This design comes from an exercise in tuning for small area on the open sky130 flow, not from production work. Function was checked by simulation only, so behaviour that the tests miss may differ from the original. Power is estimated from default activity; no workload was simulated. No driver is modelled on the clock port, so clocking that relies on it looks cheaper here than on a real chip.

==> flow/design.v <==
module dmr_ins_inv (
  input  logic        wsel,
  input  logic        keep,
  input  logic [31:0] w,
  input  logic [31:0] prev,
  output logic [31:0] d
);
  assign d = ~(({32{wsel}} & w) | ({32{keep}} & prev));
endmodule
module dmr_ins_true (
  input  logic        wseln,
  input  logic        keepn,
  input  logic [31:0] wn,
  input  logic [31:0] prevn,
  output logic [31:0] d
);
  assign d = ~(({32{wseln}} | wn) & ({32{keepn}} | prevn));
endmodule
module dmr_aoi3 (
  input  logic [2:0]       sel,
  input  logic [2:0][31:0] din,
  output logic [31:0]      doutn
);
  assign doutn = ~(({32{sel[0]}} & din[0]) | ({32{sel[1]}} & din[1]) | ({32{sel[2]}} & din[2]));
endmodule
module dmr_nand6 (
  input  logic [5:0][31:0] dinn,
  output logic [31:0]      dout
);
  assign dout = ~(dinn[0] & dinn[1] & dinn[2] & dinn[3] & dinn[4] & dinn[5]);
endmodule
module data_mem_responder #(
  parameter int DEPTH       = 64,
  parameter int WAIT_CYCLES = 2
) (
  input  logic        clk,
  input  logic        reset,
  input  logic        mem_read,
  input  logic        mem_write,
  input  logic [31:0] addr,
  input  logic [31:0] wdata,
  output logic [31:0] rdata,
  output logic        ready,
  output logic        busy,
  output logic        err
);
  localparam int NPT = DEPTH / 4;   
  logic [DEPTH-1:0][31:0] ring;
  logic [5:0]  phase;
  logic        swept;
  logic [1:0]  cnt;
  logic [5:0]  capIdx;
  logic        capRead;
  logic        capWrite;
  logic        capFault;
  logic        fault;
  logic [5:0]  useIdx;
  logic [31:0] useWdata;
  logic [31:0] useWdataN;
  logic        useRead;
  logic        useWrite;
  logic [5:0]  pos;
  logic        sweep;
  logic [NPT-1:0] ptSel;
  logic [NPT-1:0] wsel;      
  logic [NPT-1:0] keep;      
  logic [17:0]   rsel;
  logic [17:0][31:0] rsrc;
  logic [5:0][31:0]  rpart;
  logic [31:0] rnext;
  logic [DEPTH-1:0][31:0] ringNext;
  logic [NPT-1:0][31:0]   insD;
  assign fault     = (addr[1:0] != 2'b00) || (addr[31:8] != 24'd0) || (mem_read && mem_write);
  assign busy      = (cnt != 2'd0);
  assign err       = ready && capFault;
  assign useIdx    = busy ? capIdx   : addr[7:2];
  assign useWdata  = busy ? rdata : wdata;
  assign useWdataN = ~useWdata;
  assign useRead   = busy ? capRead  : (mem_read && !fault);
  assign useWrite  = busy ? capWrite : (mem_write && !fault);
  assign pos       = useIdx + phase;
  assign sweep     = !swept;
  always_comb begin
    for (int k = 0; k < NPT; k++) begin
      ptSel[k] = (pos[1:0] == 2'b11) && (pos[5:2] == 4'(k));
      wsel[k]  = useWrite && ptSel[k];
      rsel[k]  = useRead && ptSel[k] && !sweep;
      keep[k]  = !wsel[(k+NPT-1)%NPT] && !sweep;
      rsrc[k]  = k[0] ? insD[(k+1)%NPT] : ring[4*k+3];
    end
    rsel[NPT]   = busy && !(useRead && (pos[1:0] == 2'b11));
    rsrc[NPT]   = rdata;
    rsel[NPT+1] = !busy && !(useRead && (pos[1:0] == 2'b11));
    rsrc[NPT+1] = wdata;
  end
  for (genvar g = 0; g < 6; g++) begin : g_rd
    dmr_aoi3 u_aoi (.sel(rsel[3*g+2:3*g]), .din(rsrc[3*g+2:3*g]), .doutn(rpart[g]));
  end
  dmr_nand6 u_rd (.dinn(rpart), .dout(rnext));
  for (genvar m = 0; m < NPT; m++) begin : g_pt
    if (m % 2 == 1) begin : g_inv
      dmr_ins_inv u_ins (
        .wsel(wsel[(m+NPT-1)%NPT]), .keep(keep[m]), .w(useWdata),
        .prev(ring[(4*m+DEPTH-1)%DEPTH]), .d(insD[m])
      );
    end else begin : g_true
      dmr_ins_true u_ins (
        .wseln(!wsel[(m+NPT-1)%NPT]), .keepn(!keep[m]), .wn(useWdataN),
        .prevn(ring[(4*m+DEPTH-1)%DEPTH]), .d(insD[m])
      );
    end
  end
  always_comb begin
    for (int i = 0; i < DEPTH; i++)
      ringNext[i] = (i % 4 == 0) ? insD[i/4] : ring[(i+DEPTH-1)%DEPTH];
  end
  always_ff @(posedge clk or negedge reset) begin
    if (!reset) begin
      phase <= 6'd0;
      swept <= 1'b0;
      cnt   <= 2'd0;
      ready <= 1'b0;
    end else begin
      phase <= phase + 6'd1;
      if (phase[1:0] == 2'b11) swept <= 1'b1;
      ready <= (cnt == 2'd3);
      if (busy) cnt <= cnt + 2'd1;
      else if (mem_read || mem_write) cnt <= 2'd1;
    end
  end
  always_ff @(posedge clk) begin
    if (!busy) begin
      capIdx   <= addr[7:2];
      capRead  <= mem_read && !fault;
      capWrite <= mem_write && !fault;
      capFault <= fault;
    end
  end
  always_ff @(posedge clk) begin
    rdata <= rnext;
    ring  <= ringNext;
  end
endmodule
export LEC_CHECK = 0
export CAP_MARGIN = 20
export CORE_MARGIN = 2
export CORE_UTILIZATION = 70
export SLEW_MARGIN = 20
export SYNTH_HIERARCHICAL = 1
create_clock -name core_clock -period 7.0 [get_ports {clk}]
standard.sh (not shown) runs the stock make flow with config.mk's settings and CLKGATE_MAP_FILE= SYNTH_SCRIPT=/design/flow/synth_recipe.tcl, a recipe that flattens the netlist after the stock synthesis.
==> flow/flow/run.sh <==
#!/bin/bash
set -e
export CTS_ARGS="-sink_clustering_enable -repair_clock_nets -dont_use_dummy_load -buf_list sky130_fd_sc_hd__clkbuf_16 -sink_clustering_size 32 -sink_clustering_max_diameter 70"
export BUFFER_PORTS_ARGS="-buffer_cell sky130_fd_sc_hd__buf_1"
bash standard.sh > standard.log 2>&1
The starting point finished clean.
Next try:
--- a/flow/design.v
+++ b/flow/design.v
@@ -48,18 +48,16 @@
   logic [DEPTH-1:0][31:0] ring;
   logic [5:0]  phase;
   logic        swept;
   logic [1:0]  cnt;
   logic [5:0]  capIdx;
-  logic        capRead;
   logic        capWrite;
   logic        capFault;
   logic        fault;
   logic [5:0]  useIdx;
   logic [31:0] useWdata;
   logic [31:0] useWdataN;
-  logic        useRead;
   logic        useWrite;
   logic [5:0]  pos;
   logic        sweep;
   logic [NPT-1:0] ptSel;
   logic [NPT-1:0] wsel;      
@@ -74,25 +72,24 @@
   assign busy      = (cnt != 2'd0);
   assign err       = ready && capFault;
   assign useIdx    = busy ? capIdx   : addr[7:2];
   assign useWdata  = busy ? rdata : wdata;
   assign useWdataN = ~useWdata;
-  assign useRead   = busy ? capRead  : (mem_read && !fault);
   assign useWrite  = busy ? capWrite : (mem_write && !fault);
   assign pos       = useIdx + phase;
   assign sweep     = !swept;
   always_comb begin
     for (int k = 0; k < NPT; k++) begin
       ptSel[k] = (pos[1:0] == 2'b11) && (pos[5:2] == 4'(k));
       wsel[k]  = useWrite && ptSel[k];
-      rsel[k]  = useRead && ptSel[k] && !sweep;
+      rsel[k]  = ptSel[k] && !sweep;
       keep[k]  = !wsel[(k+NPT-1)%NPT] && !sweep;
       rsrc[k]  = k[0] ? insD[(k+1)%NPT] : ring[4*k+3];
     end
-    rsel[NPT]   = busy && !(useRead && (pos[1:0] == 2'b11));
+    rsel[NPT]   = busy && (pos[1:0] != 2'b11);
     rsrc[NPT]   = rdata;
-    rsel[NPT+1] = !busy && !(useRead && (pos[1:0] == 2'b11));
+    rsel[NPT+1] = !busy && (pos[1:0] != 2'b11);
     rsrc[NPT+1] = wdata;
   end
   for (genvar g = 0; g < 6; g++) begin : g_rd
     dmr_aoi3 u_aoi (.sel(rsel[3*g+2:3*g]), .din(rsrc[3*g+2:3*g]), .doutn(rpart[g]));
   end
@@ -129,11 +126,10 @@
     end
   end
   always_ff @(posedge clk) begin
     if (!busy) begin
       capIdx   <= addr[7:2];
-      capRead  <= mem_read && !fault;
       capWrite <= mem_write && !fault;
       capFault <= fault;
     end
   end
   always_ff @(posedge clk) begin
Result: Cell area stays flat; first-iteration DRC count drops by 1.3%; worst setup slack improves by 0.32 ns; combinational power is higher by 35%; worst hold slack improved by 0.018 ns; register-to-register slack is better by 0.37 ns; wire length drops by 0.84%; non-clock buffer count went up by 16; area after synthesis hardly moves; via count went down by 0.76%; power went up by 0.50%; clock skew decreases by 0.023 ns; sequential power shrinks by about 5%; die area hardly moves.

[what the ideal ports hide]
No port has a modelled driver above. Below, the same layouts with a new extraction and two added sets of constraints.
Step 1 assumes that a clkbuf_16 drives the clock port and a buf_2 every other input.
Step 2, shift: input delay + t, output delay - t, t = (earliest + latest rising clock arrival at the registers) / 2. This alone moves slack from input paths to output paths.
Slacks: ideal / step 1 / step 2; pairs: ideal / step 1.
run | t, ns | setup slack, ns | hold WS [ns] | slew at the worst register clock pin (ns) | cell pins on the clock port's net
the first run | 0.691 | 1.650 / 1.650 / 1.175 | 0.265 / 0.265 / 0.265 | 0.12 / 0.12 | 1
the second run | 0.714 | 1.973 / 2.021 / 1.311 | 0.283 / 0.283 / 0.283 | 0.12 / 0.12 | 1
After both steps every run listed still meets setup and hold. The setup slack of the second run, which loses most, moves by +0.048 ns with the drivers and by -0.662 ns with both steps.
